This is an optimization exercise on Yosys and OpenROAD, whose aim is small area, not a production implementation. Function was checked by simulation only, so behaviour that the tests miss may differ from the original. No activity file was given, so power comes from the tool's default toggle rates.

Setup of run 1:
==> flow/design.v <==
package uart_pkg;
    typedef logic [7:0] byte_t;
    localparam int DATA_BITS = 8;
    localparam logic LINE_IDLE = 1'b1;
    localparam logic START_LEVEL = 1'b0;
    localparam int CLOCKS_PER_BIT_DEFAULT = 32;
    localparam int FIFO_DEPTH_DEFAULT = 256;
endpackage
`timescale 1ns/1ps
module uart_rx #(
    parameter int CLOCKS_PER_BIT = uart_pkg::CLOCKS_PER_BIT_DEFAULT
) (
    input  logic            clk,
    input  logic            i_reset,
    input  logic            i_uart_rx,
    output logic            o_valid,
    output uart_pkg::byte_t o_data
);
    localparam int CNT_W = $clog2(CLOCKS_PER_BIT);
    localparam int BIT_W = $clog2(uart_pkg::DATA_BITS);
    localparam logic [CNT_W-1:0] FULL_BIT = CNT_W'(CLOCKS_PER_BIT - 1);
    localparam logic [CNT_W-1:0] HALF_BIT = CNT_W'(CLOCKS_PER_BIT / 2 - 1);
    localparam logic [BIT_W-1:0] LAST_BIT = BIT_W'(uart_pkg::DATA_BITS - 1);
    typedef enum logic [1:0] {
        ST_IDLE,
        ST_START,
        ST_DATA,
        ST_STOP
    } state_t;
    state_t          state;
    logic [CNT_W-1:0] bit_time;
    logic [BIT_W-1:0] bit_cnt;
    uart_pkg::byte_t  shift_reg;
    logic rx_meta;
    logic rx_sync;
    logic rx_prev;
    always_ff @(posedge clk) begin
        if (i_reset) begin
            rx_meta <= uart_pkg::LINE_IDLE;
            rx_sync <= uart_pkg::LINE_IDLE;
            rx_prev <= uart_pkg::LINE_IDLE;
        end else begin
            rx_meta <= i_uart_rx;
            rx_sync <= rx_meta;
            rx_prev <= rx_sync;
        end
    end
    always_ff @(posedge clk) begin
        if (i_reset) begin
            state    <= ST_IDLE;
            bit_time <= '0;
            bit_cnt  <= '0;
            o_valid  <= 1'b0;
        end else begin
            o_valid <= 1'b0;
            case (state)
                ST_IDLE: begin
                    if (rx_prev == uart_pkg::LINE_IDLE &&
                        rx_sync == uart_pkg::START_LEVEL) begin
                        state    <= ST_START;
                        bit_time <= HALF_BIT;
                    end
                end
                ST_START: begin
                    if (bit_time != '0) begin
                        bit_time <= bit_time - 1'b1;
                    end else if (rx_sync == uart_pkg::START_LEVEL) begin
                        state    <= ST_DATA;
                        bit_time <= FULL_BIT;
                        bit_cnt  <= '0;
                    end else begin
                        state <= ST_IDLE;
                    end
                end
                ST_DATA: begin
                    if (bit_time != '0) begin
                        bit_time <= bit_time - 1'b1;
                    end else begin
                        bit_time <= FULL_BIT;
                        if (bit_cnt == LAST_BIT) begin
                            state <= ST_STOP;
                        end else begin
                            bit_cnt <= bit_cnt + 1'b1;
                        end
                    end
                end
                ST_STOP: begin
                    if (bit_time != '0) begin
                        bit_time <= bit_time - 1'b1;
                    end else begin
                        o_valid <= (rx_sync == uart_pkg::LINE_IDLE);
                        state   <= ST_IDLE;
                    end
                end
                default: state <= ST_IDLE;
            endcase
        end
    end
    always_ff @(posedge clk) begin
        if (state == ST_DATA && bit_time == '0) begin
            shift_reg <= {rx_sync, shift_reg[7:1]};
        end
    end
    assign o_data = shift_reg;
endmodule
`timescale 1ns/1ps
module byte_fifo #(
    parameter int FIFO_DEPTH = uart_pkg::FIFO_DEPTH_DEFAULT
) (
    input  logic            clk,
    input  logic            i_reset,
    input  logic            i_valid,
    input  uart_pkg::byte_t i_data,
    output logic            o_valid,
    output uart_pkg::byte_t o_data,
    input  logic            i_ready
);
    localparam int AW = $clog2(FIFO_DEPTH);
    logic [AW:0] wr_ptr;
    logic [AW:0] rd_ptr;
    logic mem_empty;
    logic mem_full;
    logic out_load;
    logic bypass;
    logic mem_wr;
    logic mem_rd;
    assign mem_empty = (wr_ptr == rd_ptr);
    assign mem_full  = (wr_ptr[AW] != rd_ptr[AW]) &&
                       (wr_ptr[AW-1:0] == rd_ptr[AW-1:0]);
    assign out_load = !o_valid || i_ready;
    assign bypass = out_load && mem_empty && i_valid;
    assign mem_wr = i_valid && !mem_full && !bypass;
    assign mem_rd = out_load && !mem_empty;
    always_ff @(posedge clk) begin
        if (i_reset) begin
            wr_ptr  <= '0;
            rd_ptr  <= '0;
            o_valid <= 1'b0;
        end else begin
            if (mem_wr) begin
                wr_ptr <= wr_ptr + 1'b1;
            end
            if (mem_rd) begin
                rd_ptr <= rd_ptr + 1'b1;
            end
            if (out_load) begin
                o_valid <= mem_rd || bypass;
            end
        end
    end
    logic [8*FIFO_DEPTH-1:0] ring;
    uart_pkg::byte_t         ring_out;
    uart_pkg::byte_t         ring_in;
    logic [AW-1:0] rot;
    uart_pkg::byte_t wr_buf;
    logic            wr_pend;
    logic            rd_pend;
    logic            wr_hit;
    logic            rd_hit;
    logic            rd_from_buf;
    assign ring_out = ring[8*FIFO_DEPTH-1 -: 8];
    assign wr_hit   = wr_pend && (rot == wr_ptr[AW-1:0]);
    assign rd_hit   = rd_pend && (rot == rd_ptr[AW-1:0]);
    assign ring_in  = wr_hit ? wr_buf : ring_out;
    assign rd_from_buf = wr_pend && (wr_ptr[AW-1:0] == rd_ptr[AW-1:0] + 1'b1);
    always_ff @(posedge clk) begin
        ring <= {ring[8*FIFO_DEPTH-9:0], ring_in};
    end
    always_ff @(posedge clk) begin
        if (i_reset) begin
            rot     <= '0;
            wr_pend <= 1'b0;
            rd_pend <= 1'b0;
        end else begin
            rot <= rot + 1'b1;
            if (mem_wr) begin
                wr_pend <= 1'b1;
            end else if (wr_hit || (mem_rd && rd_from_buf)) begin
                wr_pend <= 1'b0;
            end
            if (mem_rd) begin
                rd_pend <= !rd_from_buf;
            end else if (rd_hit) begin
                rd_pend <= 1'b0;
            end
        end
    end
    always_ff @(posedge clk) begin
        if (mem_wr) begin
            wr_buf <= i_data;
        end
    end
    always_ff @(posedge clk) begin
        if (mem_rd && rd_from_buf) begin
            o_data <= wr_buf;
        end else if (rd_hit) begin
            o_data <= ring_out;
        end else if (bypass) begin
            o_data <= i_data;
        end
    end
endmodule
`timescale 1ns/1ps
module uart_tx #(
    parameter int CLOCKS_PER_BIT = uart_pkg::CLOCKS_PER_BIT_DEFAULT
) (
    input  logic            clk,
    input  logic            i_reset,
    input  logic            i_valid,
    input  uart_pkg::byte_t i_data,
    output logic            o_ready,
    output logic            o_uart_tx
);
    localparam int CNT_W = $clog2(CLOCKS_PER_BIT);
    localparam int BIT_W = $clog2(uart_pkg::DATA_BITS);
    localparam logic [CNT_W-1:0] FULL_BIT = CNT_W'(CLOCKS_PER_BIT - 1);
    localparam logic [BIT_W-1:0] LAST_BIT = BIT_W'(uart_pkg::DATA_BITS - 1);
    typedef enum logic [1:0] {
        ST_IDLE,
        ST_START,
        ST_DATA,
        ST_STOP
    } state_t;
    state_t           state;
    logic [CNT_W-1:0] bit_time;
    logic [BIT_W-1:0] bit_cnt;
    uart_pkg::byte_t  shift_reg;
    logic             bit_end;
    logic             shift_out;
    assign o_ready = (state == ST_IDLE);
    assign bit_end = (bit_time == '0);
    assign shift_out = bit_end &&
                       ((state == ST_START) ||
                        (state == ST_DATA && bit_cnt != LAST_BIT));
    always_ff @(posedge clk) begin
        if (i_reset) begin
            state     <= ST_IDLE;
            bit_time  <= '0;
            bit_cnt   <= '0;
            o_uart_tx <= uart_pkg::LINE_IDLE;
        end else begin
            case (state)
                ST_IDLE: begin
                    if (i_valid) begin
                        state     <= ST_START;
                        bit_time  <= FULL_BIT;
                        o_uart_tx <= uart_pkg::START_LEVEL;
                    end
                end
                ST_START: begin
                    if (bit_end) begin
                        state     <= ST_DATA;
                        bit_time  <= FULL_BIT;
                        bit_cnt   <= '0;
                        o_uart_tx <= shift_reg[0];
                    end else begin
                        bit_time <= bit_time - 1'b1;
                    end
                end
                ST_DATA: begin
                    if (!bit_end) begin
                        bit_time <= bit_time - 1'b1;
                    end else if (bit_cnt == LAST_BIT) begin
                        state     <= ST_STOP;
                        bit_time  <= FULL_BIT;
                        o_uart_tx <= uart_pkg::LINE_IDLE;
                    end else begin
                        bit_time  <= FULL_BIT;
                        bit_cnt   <= bit_cnt + 1'b1;
                        o_uart_tx <= shift_reg[0];
                    end
                end
                ST_STOP: begin
                    if (bit_end) begin
                        state <= ST_IDLE;
                    end else begin
                        bit_time <= bit_time - 1'b1;
                    end
                end
                default: state <= ST_IDLE;
            endcase
        end
    end
    always_ff @(posedge clk) begin
        if (o_ready && i_valid) begin
            shift_reg <= i_data;
        end else if (shift_out) begin
            shift_reg <= shift_reg >> 1;
        end
    end
endmodule
`timescale 1ns/1ps
module uart_echo_top #(
    parameter int CLOCKS_PER_BIT = uart_pkg::CLOCKS_PER_BIT_DEFAULT,
    parameter int FIFO_DEPTH     = uart_pkg::FIFO_DEPTH_DEFAULT
) (
    input  logic clk,
    input  logic i_reset,
    input  logic i_uart_rx,
    output logic o_uart_tx
);
    logic            rx_valid;
    uart_pkg::byte_t rx_data;
    logic            fifo_valid;
    uart_pkg::byte_t fifo_data;
    logic            tx_ready;
    uart_rx #(
        .CLOCKS_PER_BIT (CLOCKS_PER_BIT)
    ) uart_rx0 (
        .clk       (clk),
        .i_reset   (i_reset),
        .i_uart_rx (i_uart_rx),
        .o_valid   (rx_valid),
        .o_data    (rx_data)
    );
    byte_fifo #(
        .FIFO_DEPTH (FIFO_DEPTH)
    ) byte_fifo0 (
        .clk     (clk),
        .i_reset (i_reset),
        .i_valid (rx_valid),
        .i_data  (rx_data),
        .o_valid (fifo_valid),
        .o_data  (fifo_data),
        .i_ready (tx_ready)
    );
    uart_tx #(
        .CLOCKS_PER_BIT (CLOCKS_PER_BIT)
    ) uart_tx0 (
        .clk       (clk),
        .i_reset   (i_reset),
        .i_valid   (fifo_valid),
        .i_data    (fifo_data),
        .o_ready   (tx_ready),
        .o_uart_tx (o_uart_tx)
    );
endmodule
Settings: LEC_CHECK=0, CAP_MARGIN=20, CORE_MARGIN=2, CORE_UTILIZATION=65, CTS_BUF_LIST=sky130_fd_sc_hd__clkbuf_4, SLEW_MARGIN=20; clock period 8.0 ns.
run.sh (not shown) runs the stock make flow with config.mk's settings and CLKGATE_MAP_FILE= SYNTH_SCRIPT=/design/flow/synth_recipe.tcl, a recipe that flattens the netlist after the stock synthesis.
Run 1 | status: complete | timing, DRC, antenna: pass
Input changes introduced in run 2 (baseline for comparison: run 1):
diff --git a/flow/config.mk b/flow/config.mk
--- a/flow/config.mk
+++ b/flow/config.mk
@@ -9,4 +9,6 @@
 export CORE_MARGIN = 2
-export CORE_UTILIZATION = 65
-export CTS_BUF_LIST = sky130_fd_sc_hd__clkbuf_4
+export CORE_UTILIZATION = 80
+export CTS_BUF_LIST = sky130_fd_sc_hd__clkbuf_8
+export CTS_CLUSTER_DIAMETER = 80
+export CTS_CLUSTER_SIZE = 16
 export SLEW_MARGIN = 20
### Flow results
Of run 2 and run 1, only run 2 never reached the final stage. Flow for run 2 halted at 3_5_place_dp, error code DPL-0033. Per the comparison of run 2 with run 1, net count of the mapped netlist now sits at about the same level; count of boundary I/O pins now sits at about the same level. [compare] base=run 1 new=run 2: number of unique standard cell types used by synthesis held, global placer's final weighted congestion went up about 5%. Multiplexer share of the synthesized area came out exactly the same in run 2 and run 1. The overall die width in run 2 is 0.903 times that in run 1. Going from run 1 to run 2, detailed placer's ending HPWL moved up, register bit total from synthesis comparable, count of mapped cells out of synthesis stayed essentially flat, floorplan die height saw a decrease. When the final numbers for run 2 and run 1 were put side by side, the number of cell rows turned out to be smaller in run 2.
Relative to run 2, the following input files were edited for run 3:
diff --git a/flow/config.mk b/flow/config.mk
--- a/flow/config.mk
+++ b/flow/config.mk
@@ -9,6 +9,5 @@
 export CORE_MARGIN = 2
-export CORE_UTILIZATION = 80
+export CORE_UTILIZATION = 65
 export CTS_BUF_LIST = sky130_fd_sc_hd__clkbuf_8
-export CTS_CLUSTER_DIAMETER = 80
-export CTS_CLUSTER_SIZE = 16
+export CTS_CLUSTER_SIZE = 40
 export SLEW_MARGIN = 20
Findings:
In summary, run 3 completed successfully, with a layout that passed the timing, DRC and antenna checks.
Comparing chip width for run 2 and run 3, the bigger number came from run 3.
Run 3 -> run 2: synthesized area per cell delta 0, exact match
Comparing run 2 against run 3, there is no change at all in mapped cell area.
Run 2 has a lower number of placement rows than run 3.
Diff run 2 and run 3: detailed-placement wirelength estimate lower in run 3
Cmp run 2 and run 3 / die boundary height / higher: run 3
Changes observed in run 3 relative to run 2: fraction of registers with async set or reset after synthesis roughly the same, placer congestion estimate lower, count of state elements after synthesis roughly the same.
The following lists how run 4 was set up differently from run 3:
diff --git a/flow/config.mk b/flow/config.mk
--- a/flow/config.mk
+++ b/flow/config.mk
@@ -9,5 +9,3 @@
 export CORE_MARGIN = 2
-export CORE_UTILIZATION = 65
-export CTS_BUF_LIST = sky130_fd_sc_hd__clkbuf_8
-export CTS_CLUSTER_SIZE = 40
+export CORE_UTILIZATION = 40
 export SLEW_MARGIN = 20
==> run notes <==
Run 4: proportion of cell area occupied by registers 1.8 points below run 3. Between run 4 and run 3, the combinational share of power figures differ only marginally. Sort run 4 and run 3 by number of detailed-routing iterations run before antenna repair desc -> top: run 4. Run 4 gives more pre-CTS setup slack than run 3 did. Run 3 leaves more setup margin than run 4. Against run 3, run 4 reports a wire length on met2 that is lower. [compare] base=run 3 new=run 4: combinational power +about 2%; instance area after placement now sits higher. The final reports for run 4 and run 3 show summed area of non-filler cells in the final layout higher in the former.
Input-level comparison between run 5 and run 4:
diff --git a/flow/config.mk b/flow/config.mk
--- a/flow/config.mk
+++ b/flow/config.mk
@@ -9,3 +9,6 @@
 export CORE_MARGIN = 2
-export CORE_UTILIZATION = 40
+export CORE_UTILIZATION = 65
+export CTS_BUF_LIST = sky130_fd_sc_hd__clkbuf_16
+export CTS_CLUSTER_DIAMETER = 80
+export CTS_CLUSTER_SIZE = 20
 export SLEW_MARGIN = 20
## What came out
Compared with run 4, cell leakage power in run 5 decreased by a little under 10%.
Run 5 vs run 4, first-pass GRT wire length went up by about 5%.
Compared with run 4, run 5 shows a lower count of placed standard cells in the final layout, fillers left out.
Run 4 → run 5: combinational power fell about 2%, least setup slack across all paths after layout saw an increase.
Modified inputs, run 6 compared to run 5
diff --git a/flow/config.mk b/flow/config.mk
--- a/flow/config.mk
+++ b/flow/config.mk
@@ -9,6 +9,6 @@
 export CORE_MARGIN = 2
-export CORE_UTILIZATION = 65
-export CTS_BUF_LIST = sky130_fd_sc_hd__clkbuf_16
+export CORE_UTILIZATION = 88
+export CTS_BUF_LIST = sky130_fd_sc_hd__clkbuf_8
 export CTS_CLUSTER_DIAMETER = 80
-export CTS_CLUSTER_SIZE = 20
+export CTS_CLUSTER_SIZE = 16
 export SLEW_MARGIN = 20
## What came out
- For run 6, the flow was terminated by a tool error in 3_5_place_dp and produced no final design.
- As of run 6, overall die height had fallen by more than 10% compared to run 5.
- Run 5 has a lower starting density of the core than run 6.
- On count of unique library cells instantiated by Yosys, run 6 and run 5 are neck and neck.

========
uart_echo_top, a different RTL version from the one above (not shown whole).
For scale: about 4 I/O pins.
Settings: LEC_CHECK=0, CAP_MARGIN=20, CORE_MARGIN=2, CORE_UTILIZATION=70, CTS_BUF_LIST=sky130_fd_sc_hd__clkbuf_8, CTS_CLUSTER_DIAMETER=60, CTS_CLUSTER_SIZE=20, SLEW_MARGIN=20; clock period 8.0 ns.
standard.sh (not shown) runs the stock make flow with config.mk's settings and CLKGATE_MAP_FILE= SYNTH_SCRIPT=/design/flow/synth_recipe.tcl, a recipe that flattens the netlist after the stock synthesis.
==> flow/flow/run.sh <==
#!/bin/bash
# Standard layout, with the clock tree built without dummy loads.
set -euo pipefail
export CTS_ARGS="-sink_clustering_enable -repair_clock_nets -dont_use_dummy_load -buf_list sky130_fd_sc_hd__clkbuf_8 -sink_clustering_size 20 -sink_clustering_max_diameter 55"
bash standard.sh > flow_make.log 2>&1
The baseline ran to the end with no violations.
Rerun with:
==> flow/flow/run.sh (replaced) <==
#!/bin/bash
# The standard layout (the standard.sh, whole), except that the clock
# tree is built without dummy loads and with leaf clusters of at most 20
# sinks within 55 um. make's full output goes to flow_make.log here; each
# tool's own log is under orfs/logs/
set -euo pipefail
export CTS_ARGS="-sink_clustering_enable -repair_clock_nets -dont_use_dummy_load -buf_list sky130_fd_sc_hd__clkbuf_8 -sink_clustering_size 20 -sink_clustering_max_diameter 55"
bash standard.sh > flow_make.log 2>&1
--- a/flow/config.mk
+++ b/flow/config.mk
@@ -8,5 +8,5 @@
 export CAP_MARGIN = 20
 export CORE_MARGIN = 2
-export CORE_UTILIZATION = 70
+export CORE_UTILIZATION = 75
 export CTS_BUF_LIST = sky130_fd_sc_hd__clkbuf_8
 export CTS_CLUSTER_DIAMETER = 60
Cell count shrinks by 2.3%.
Setup slack gets worse by 52 ps.
Combinational power is higher by about 5%.
Clock skew rose by 18 ps.
Rerun with:
==> flow/flow/run.sh (replaced) <==
#!/bin/bash
# Standard layout, with the clock tree built without dummy loads.
set -euo pipefail
export CTS_ARGS="-sink_clustering_enable -repair_clock_nets -dont_use_dummy_load -buf_list sky130_fd_sc_hd__clkbuf_8 -sink_clustering_size 20 -sink_clustering_max_diameter 55"
bash standard.sh > flow_make.log 2>&1
--- a/flow/config.mk
+++ b/flow/config.mk
@@ -8,5 +8,5 @@
 export CAP_MARGIN = 20
 export CORE_MARGIN = 2
-export CORE_UTILIZATION = 75
+export CORE_UTILIZATION = 60
 export CTS_BUF_LIST = sky130_fd_sc_hd__clkbuf_8
 export CTS_CLUSTER_DIAMETER = 60
=> Final area increases by 0.61%; area after synthesis is unchanged; synthesized cell count does not change; die area increases by 25%; maximum frequency decreases by 2.3%; worst hold slack degrades by 3.4 ps; total power hardly moves.

[re-timing with driven ports]
The flow's constraints put no driver on any port. The routed layouts listed below were extracted and timed again, unchanged, in two steps.
Step 1: set_driving_cell puts a clkbuf_16 on clk and a buf_2 on each other input, an assumption about the parent block.
Step 2 moves the port delays by t, midway between the first and last clock arrival at a register: inputs arrive t later, outputs are due t later. That takes back most of the time a late clock gives input paths.
a / b / c = ideal ports / drivers / drivers and shift; a / b = the first two.
run	shift t [ns]	setup WS [ns]	hold WS [ns]	worst setup path at the end	latest minus earliest clock arrival (ns)
run 1	1.148	4.443 / 4.382 / 4.447	0.206 / 0.206 / 0.206	input to register	0.175 / 0.175
run 3	0.922	4.668 / 4.607 / 4.400	0.286 / 0.286 / 0.286	input to register	0.102 / 0.102
run 4	0.795	4.586 / 4.586 / 4.586	0.306 / 0.306 / 0.306	register to register	0.039 / 0.039
run 5	0.737	4.816 / 4.751 / 4.415	0.300 / 0.300 / 0.300	input to register	0.072 / 0.072
the first run of note 2	0.756	4.020 / 3.964 / 4.721	0.284 / 0.284 / 0.284	register to output	0.075 / 0.075
the second run of note 2	0.762	3.967 / 3.911 / 4.672	0.288 / 0.288 / 0.288	register to output	0.084 / 0.085
the third run of note 2	0.754	3.874 / 3.814 / 4.569	0.284 / 0.284 / 0.284	register to output	0.055 / 0.055
After both steps setup and hold are still met in every run listed. The setup slack of run 5, which loses most, moves by -0.065 ns with the drivers and by -0.401 ns with both steps.
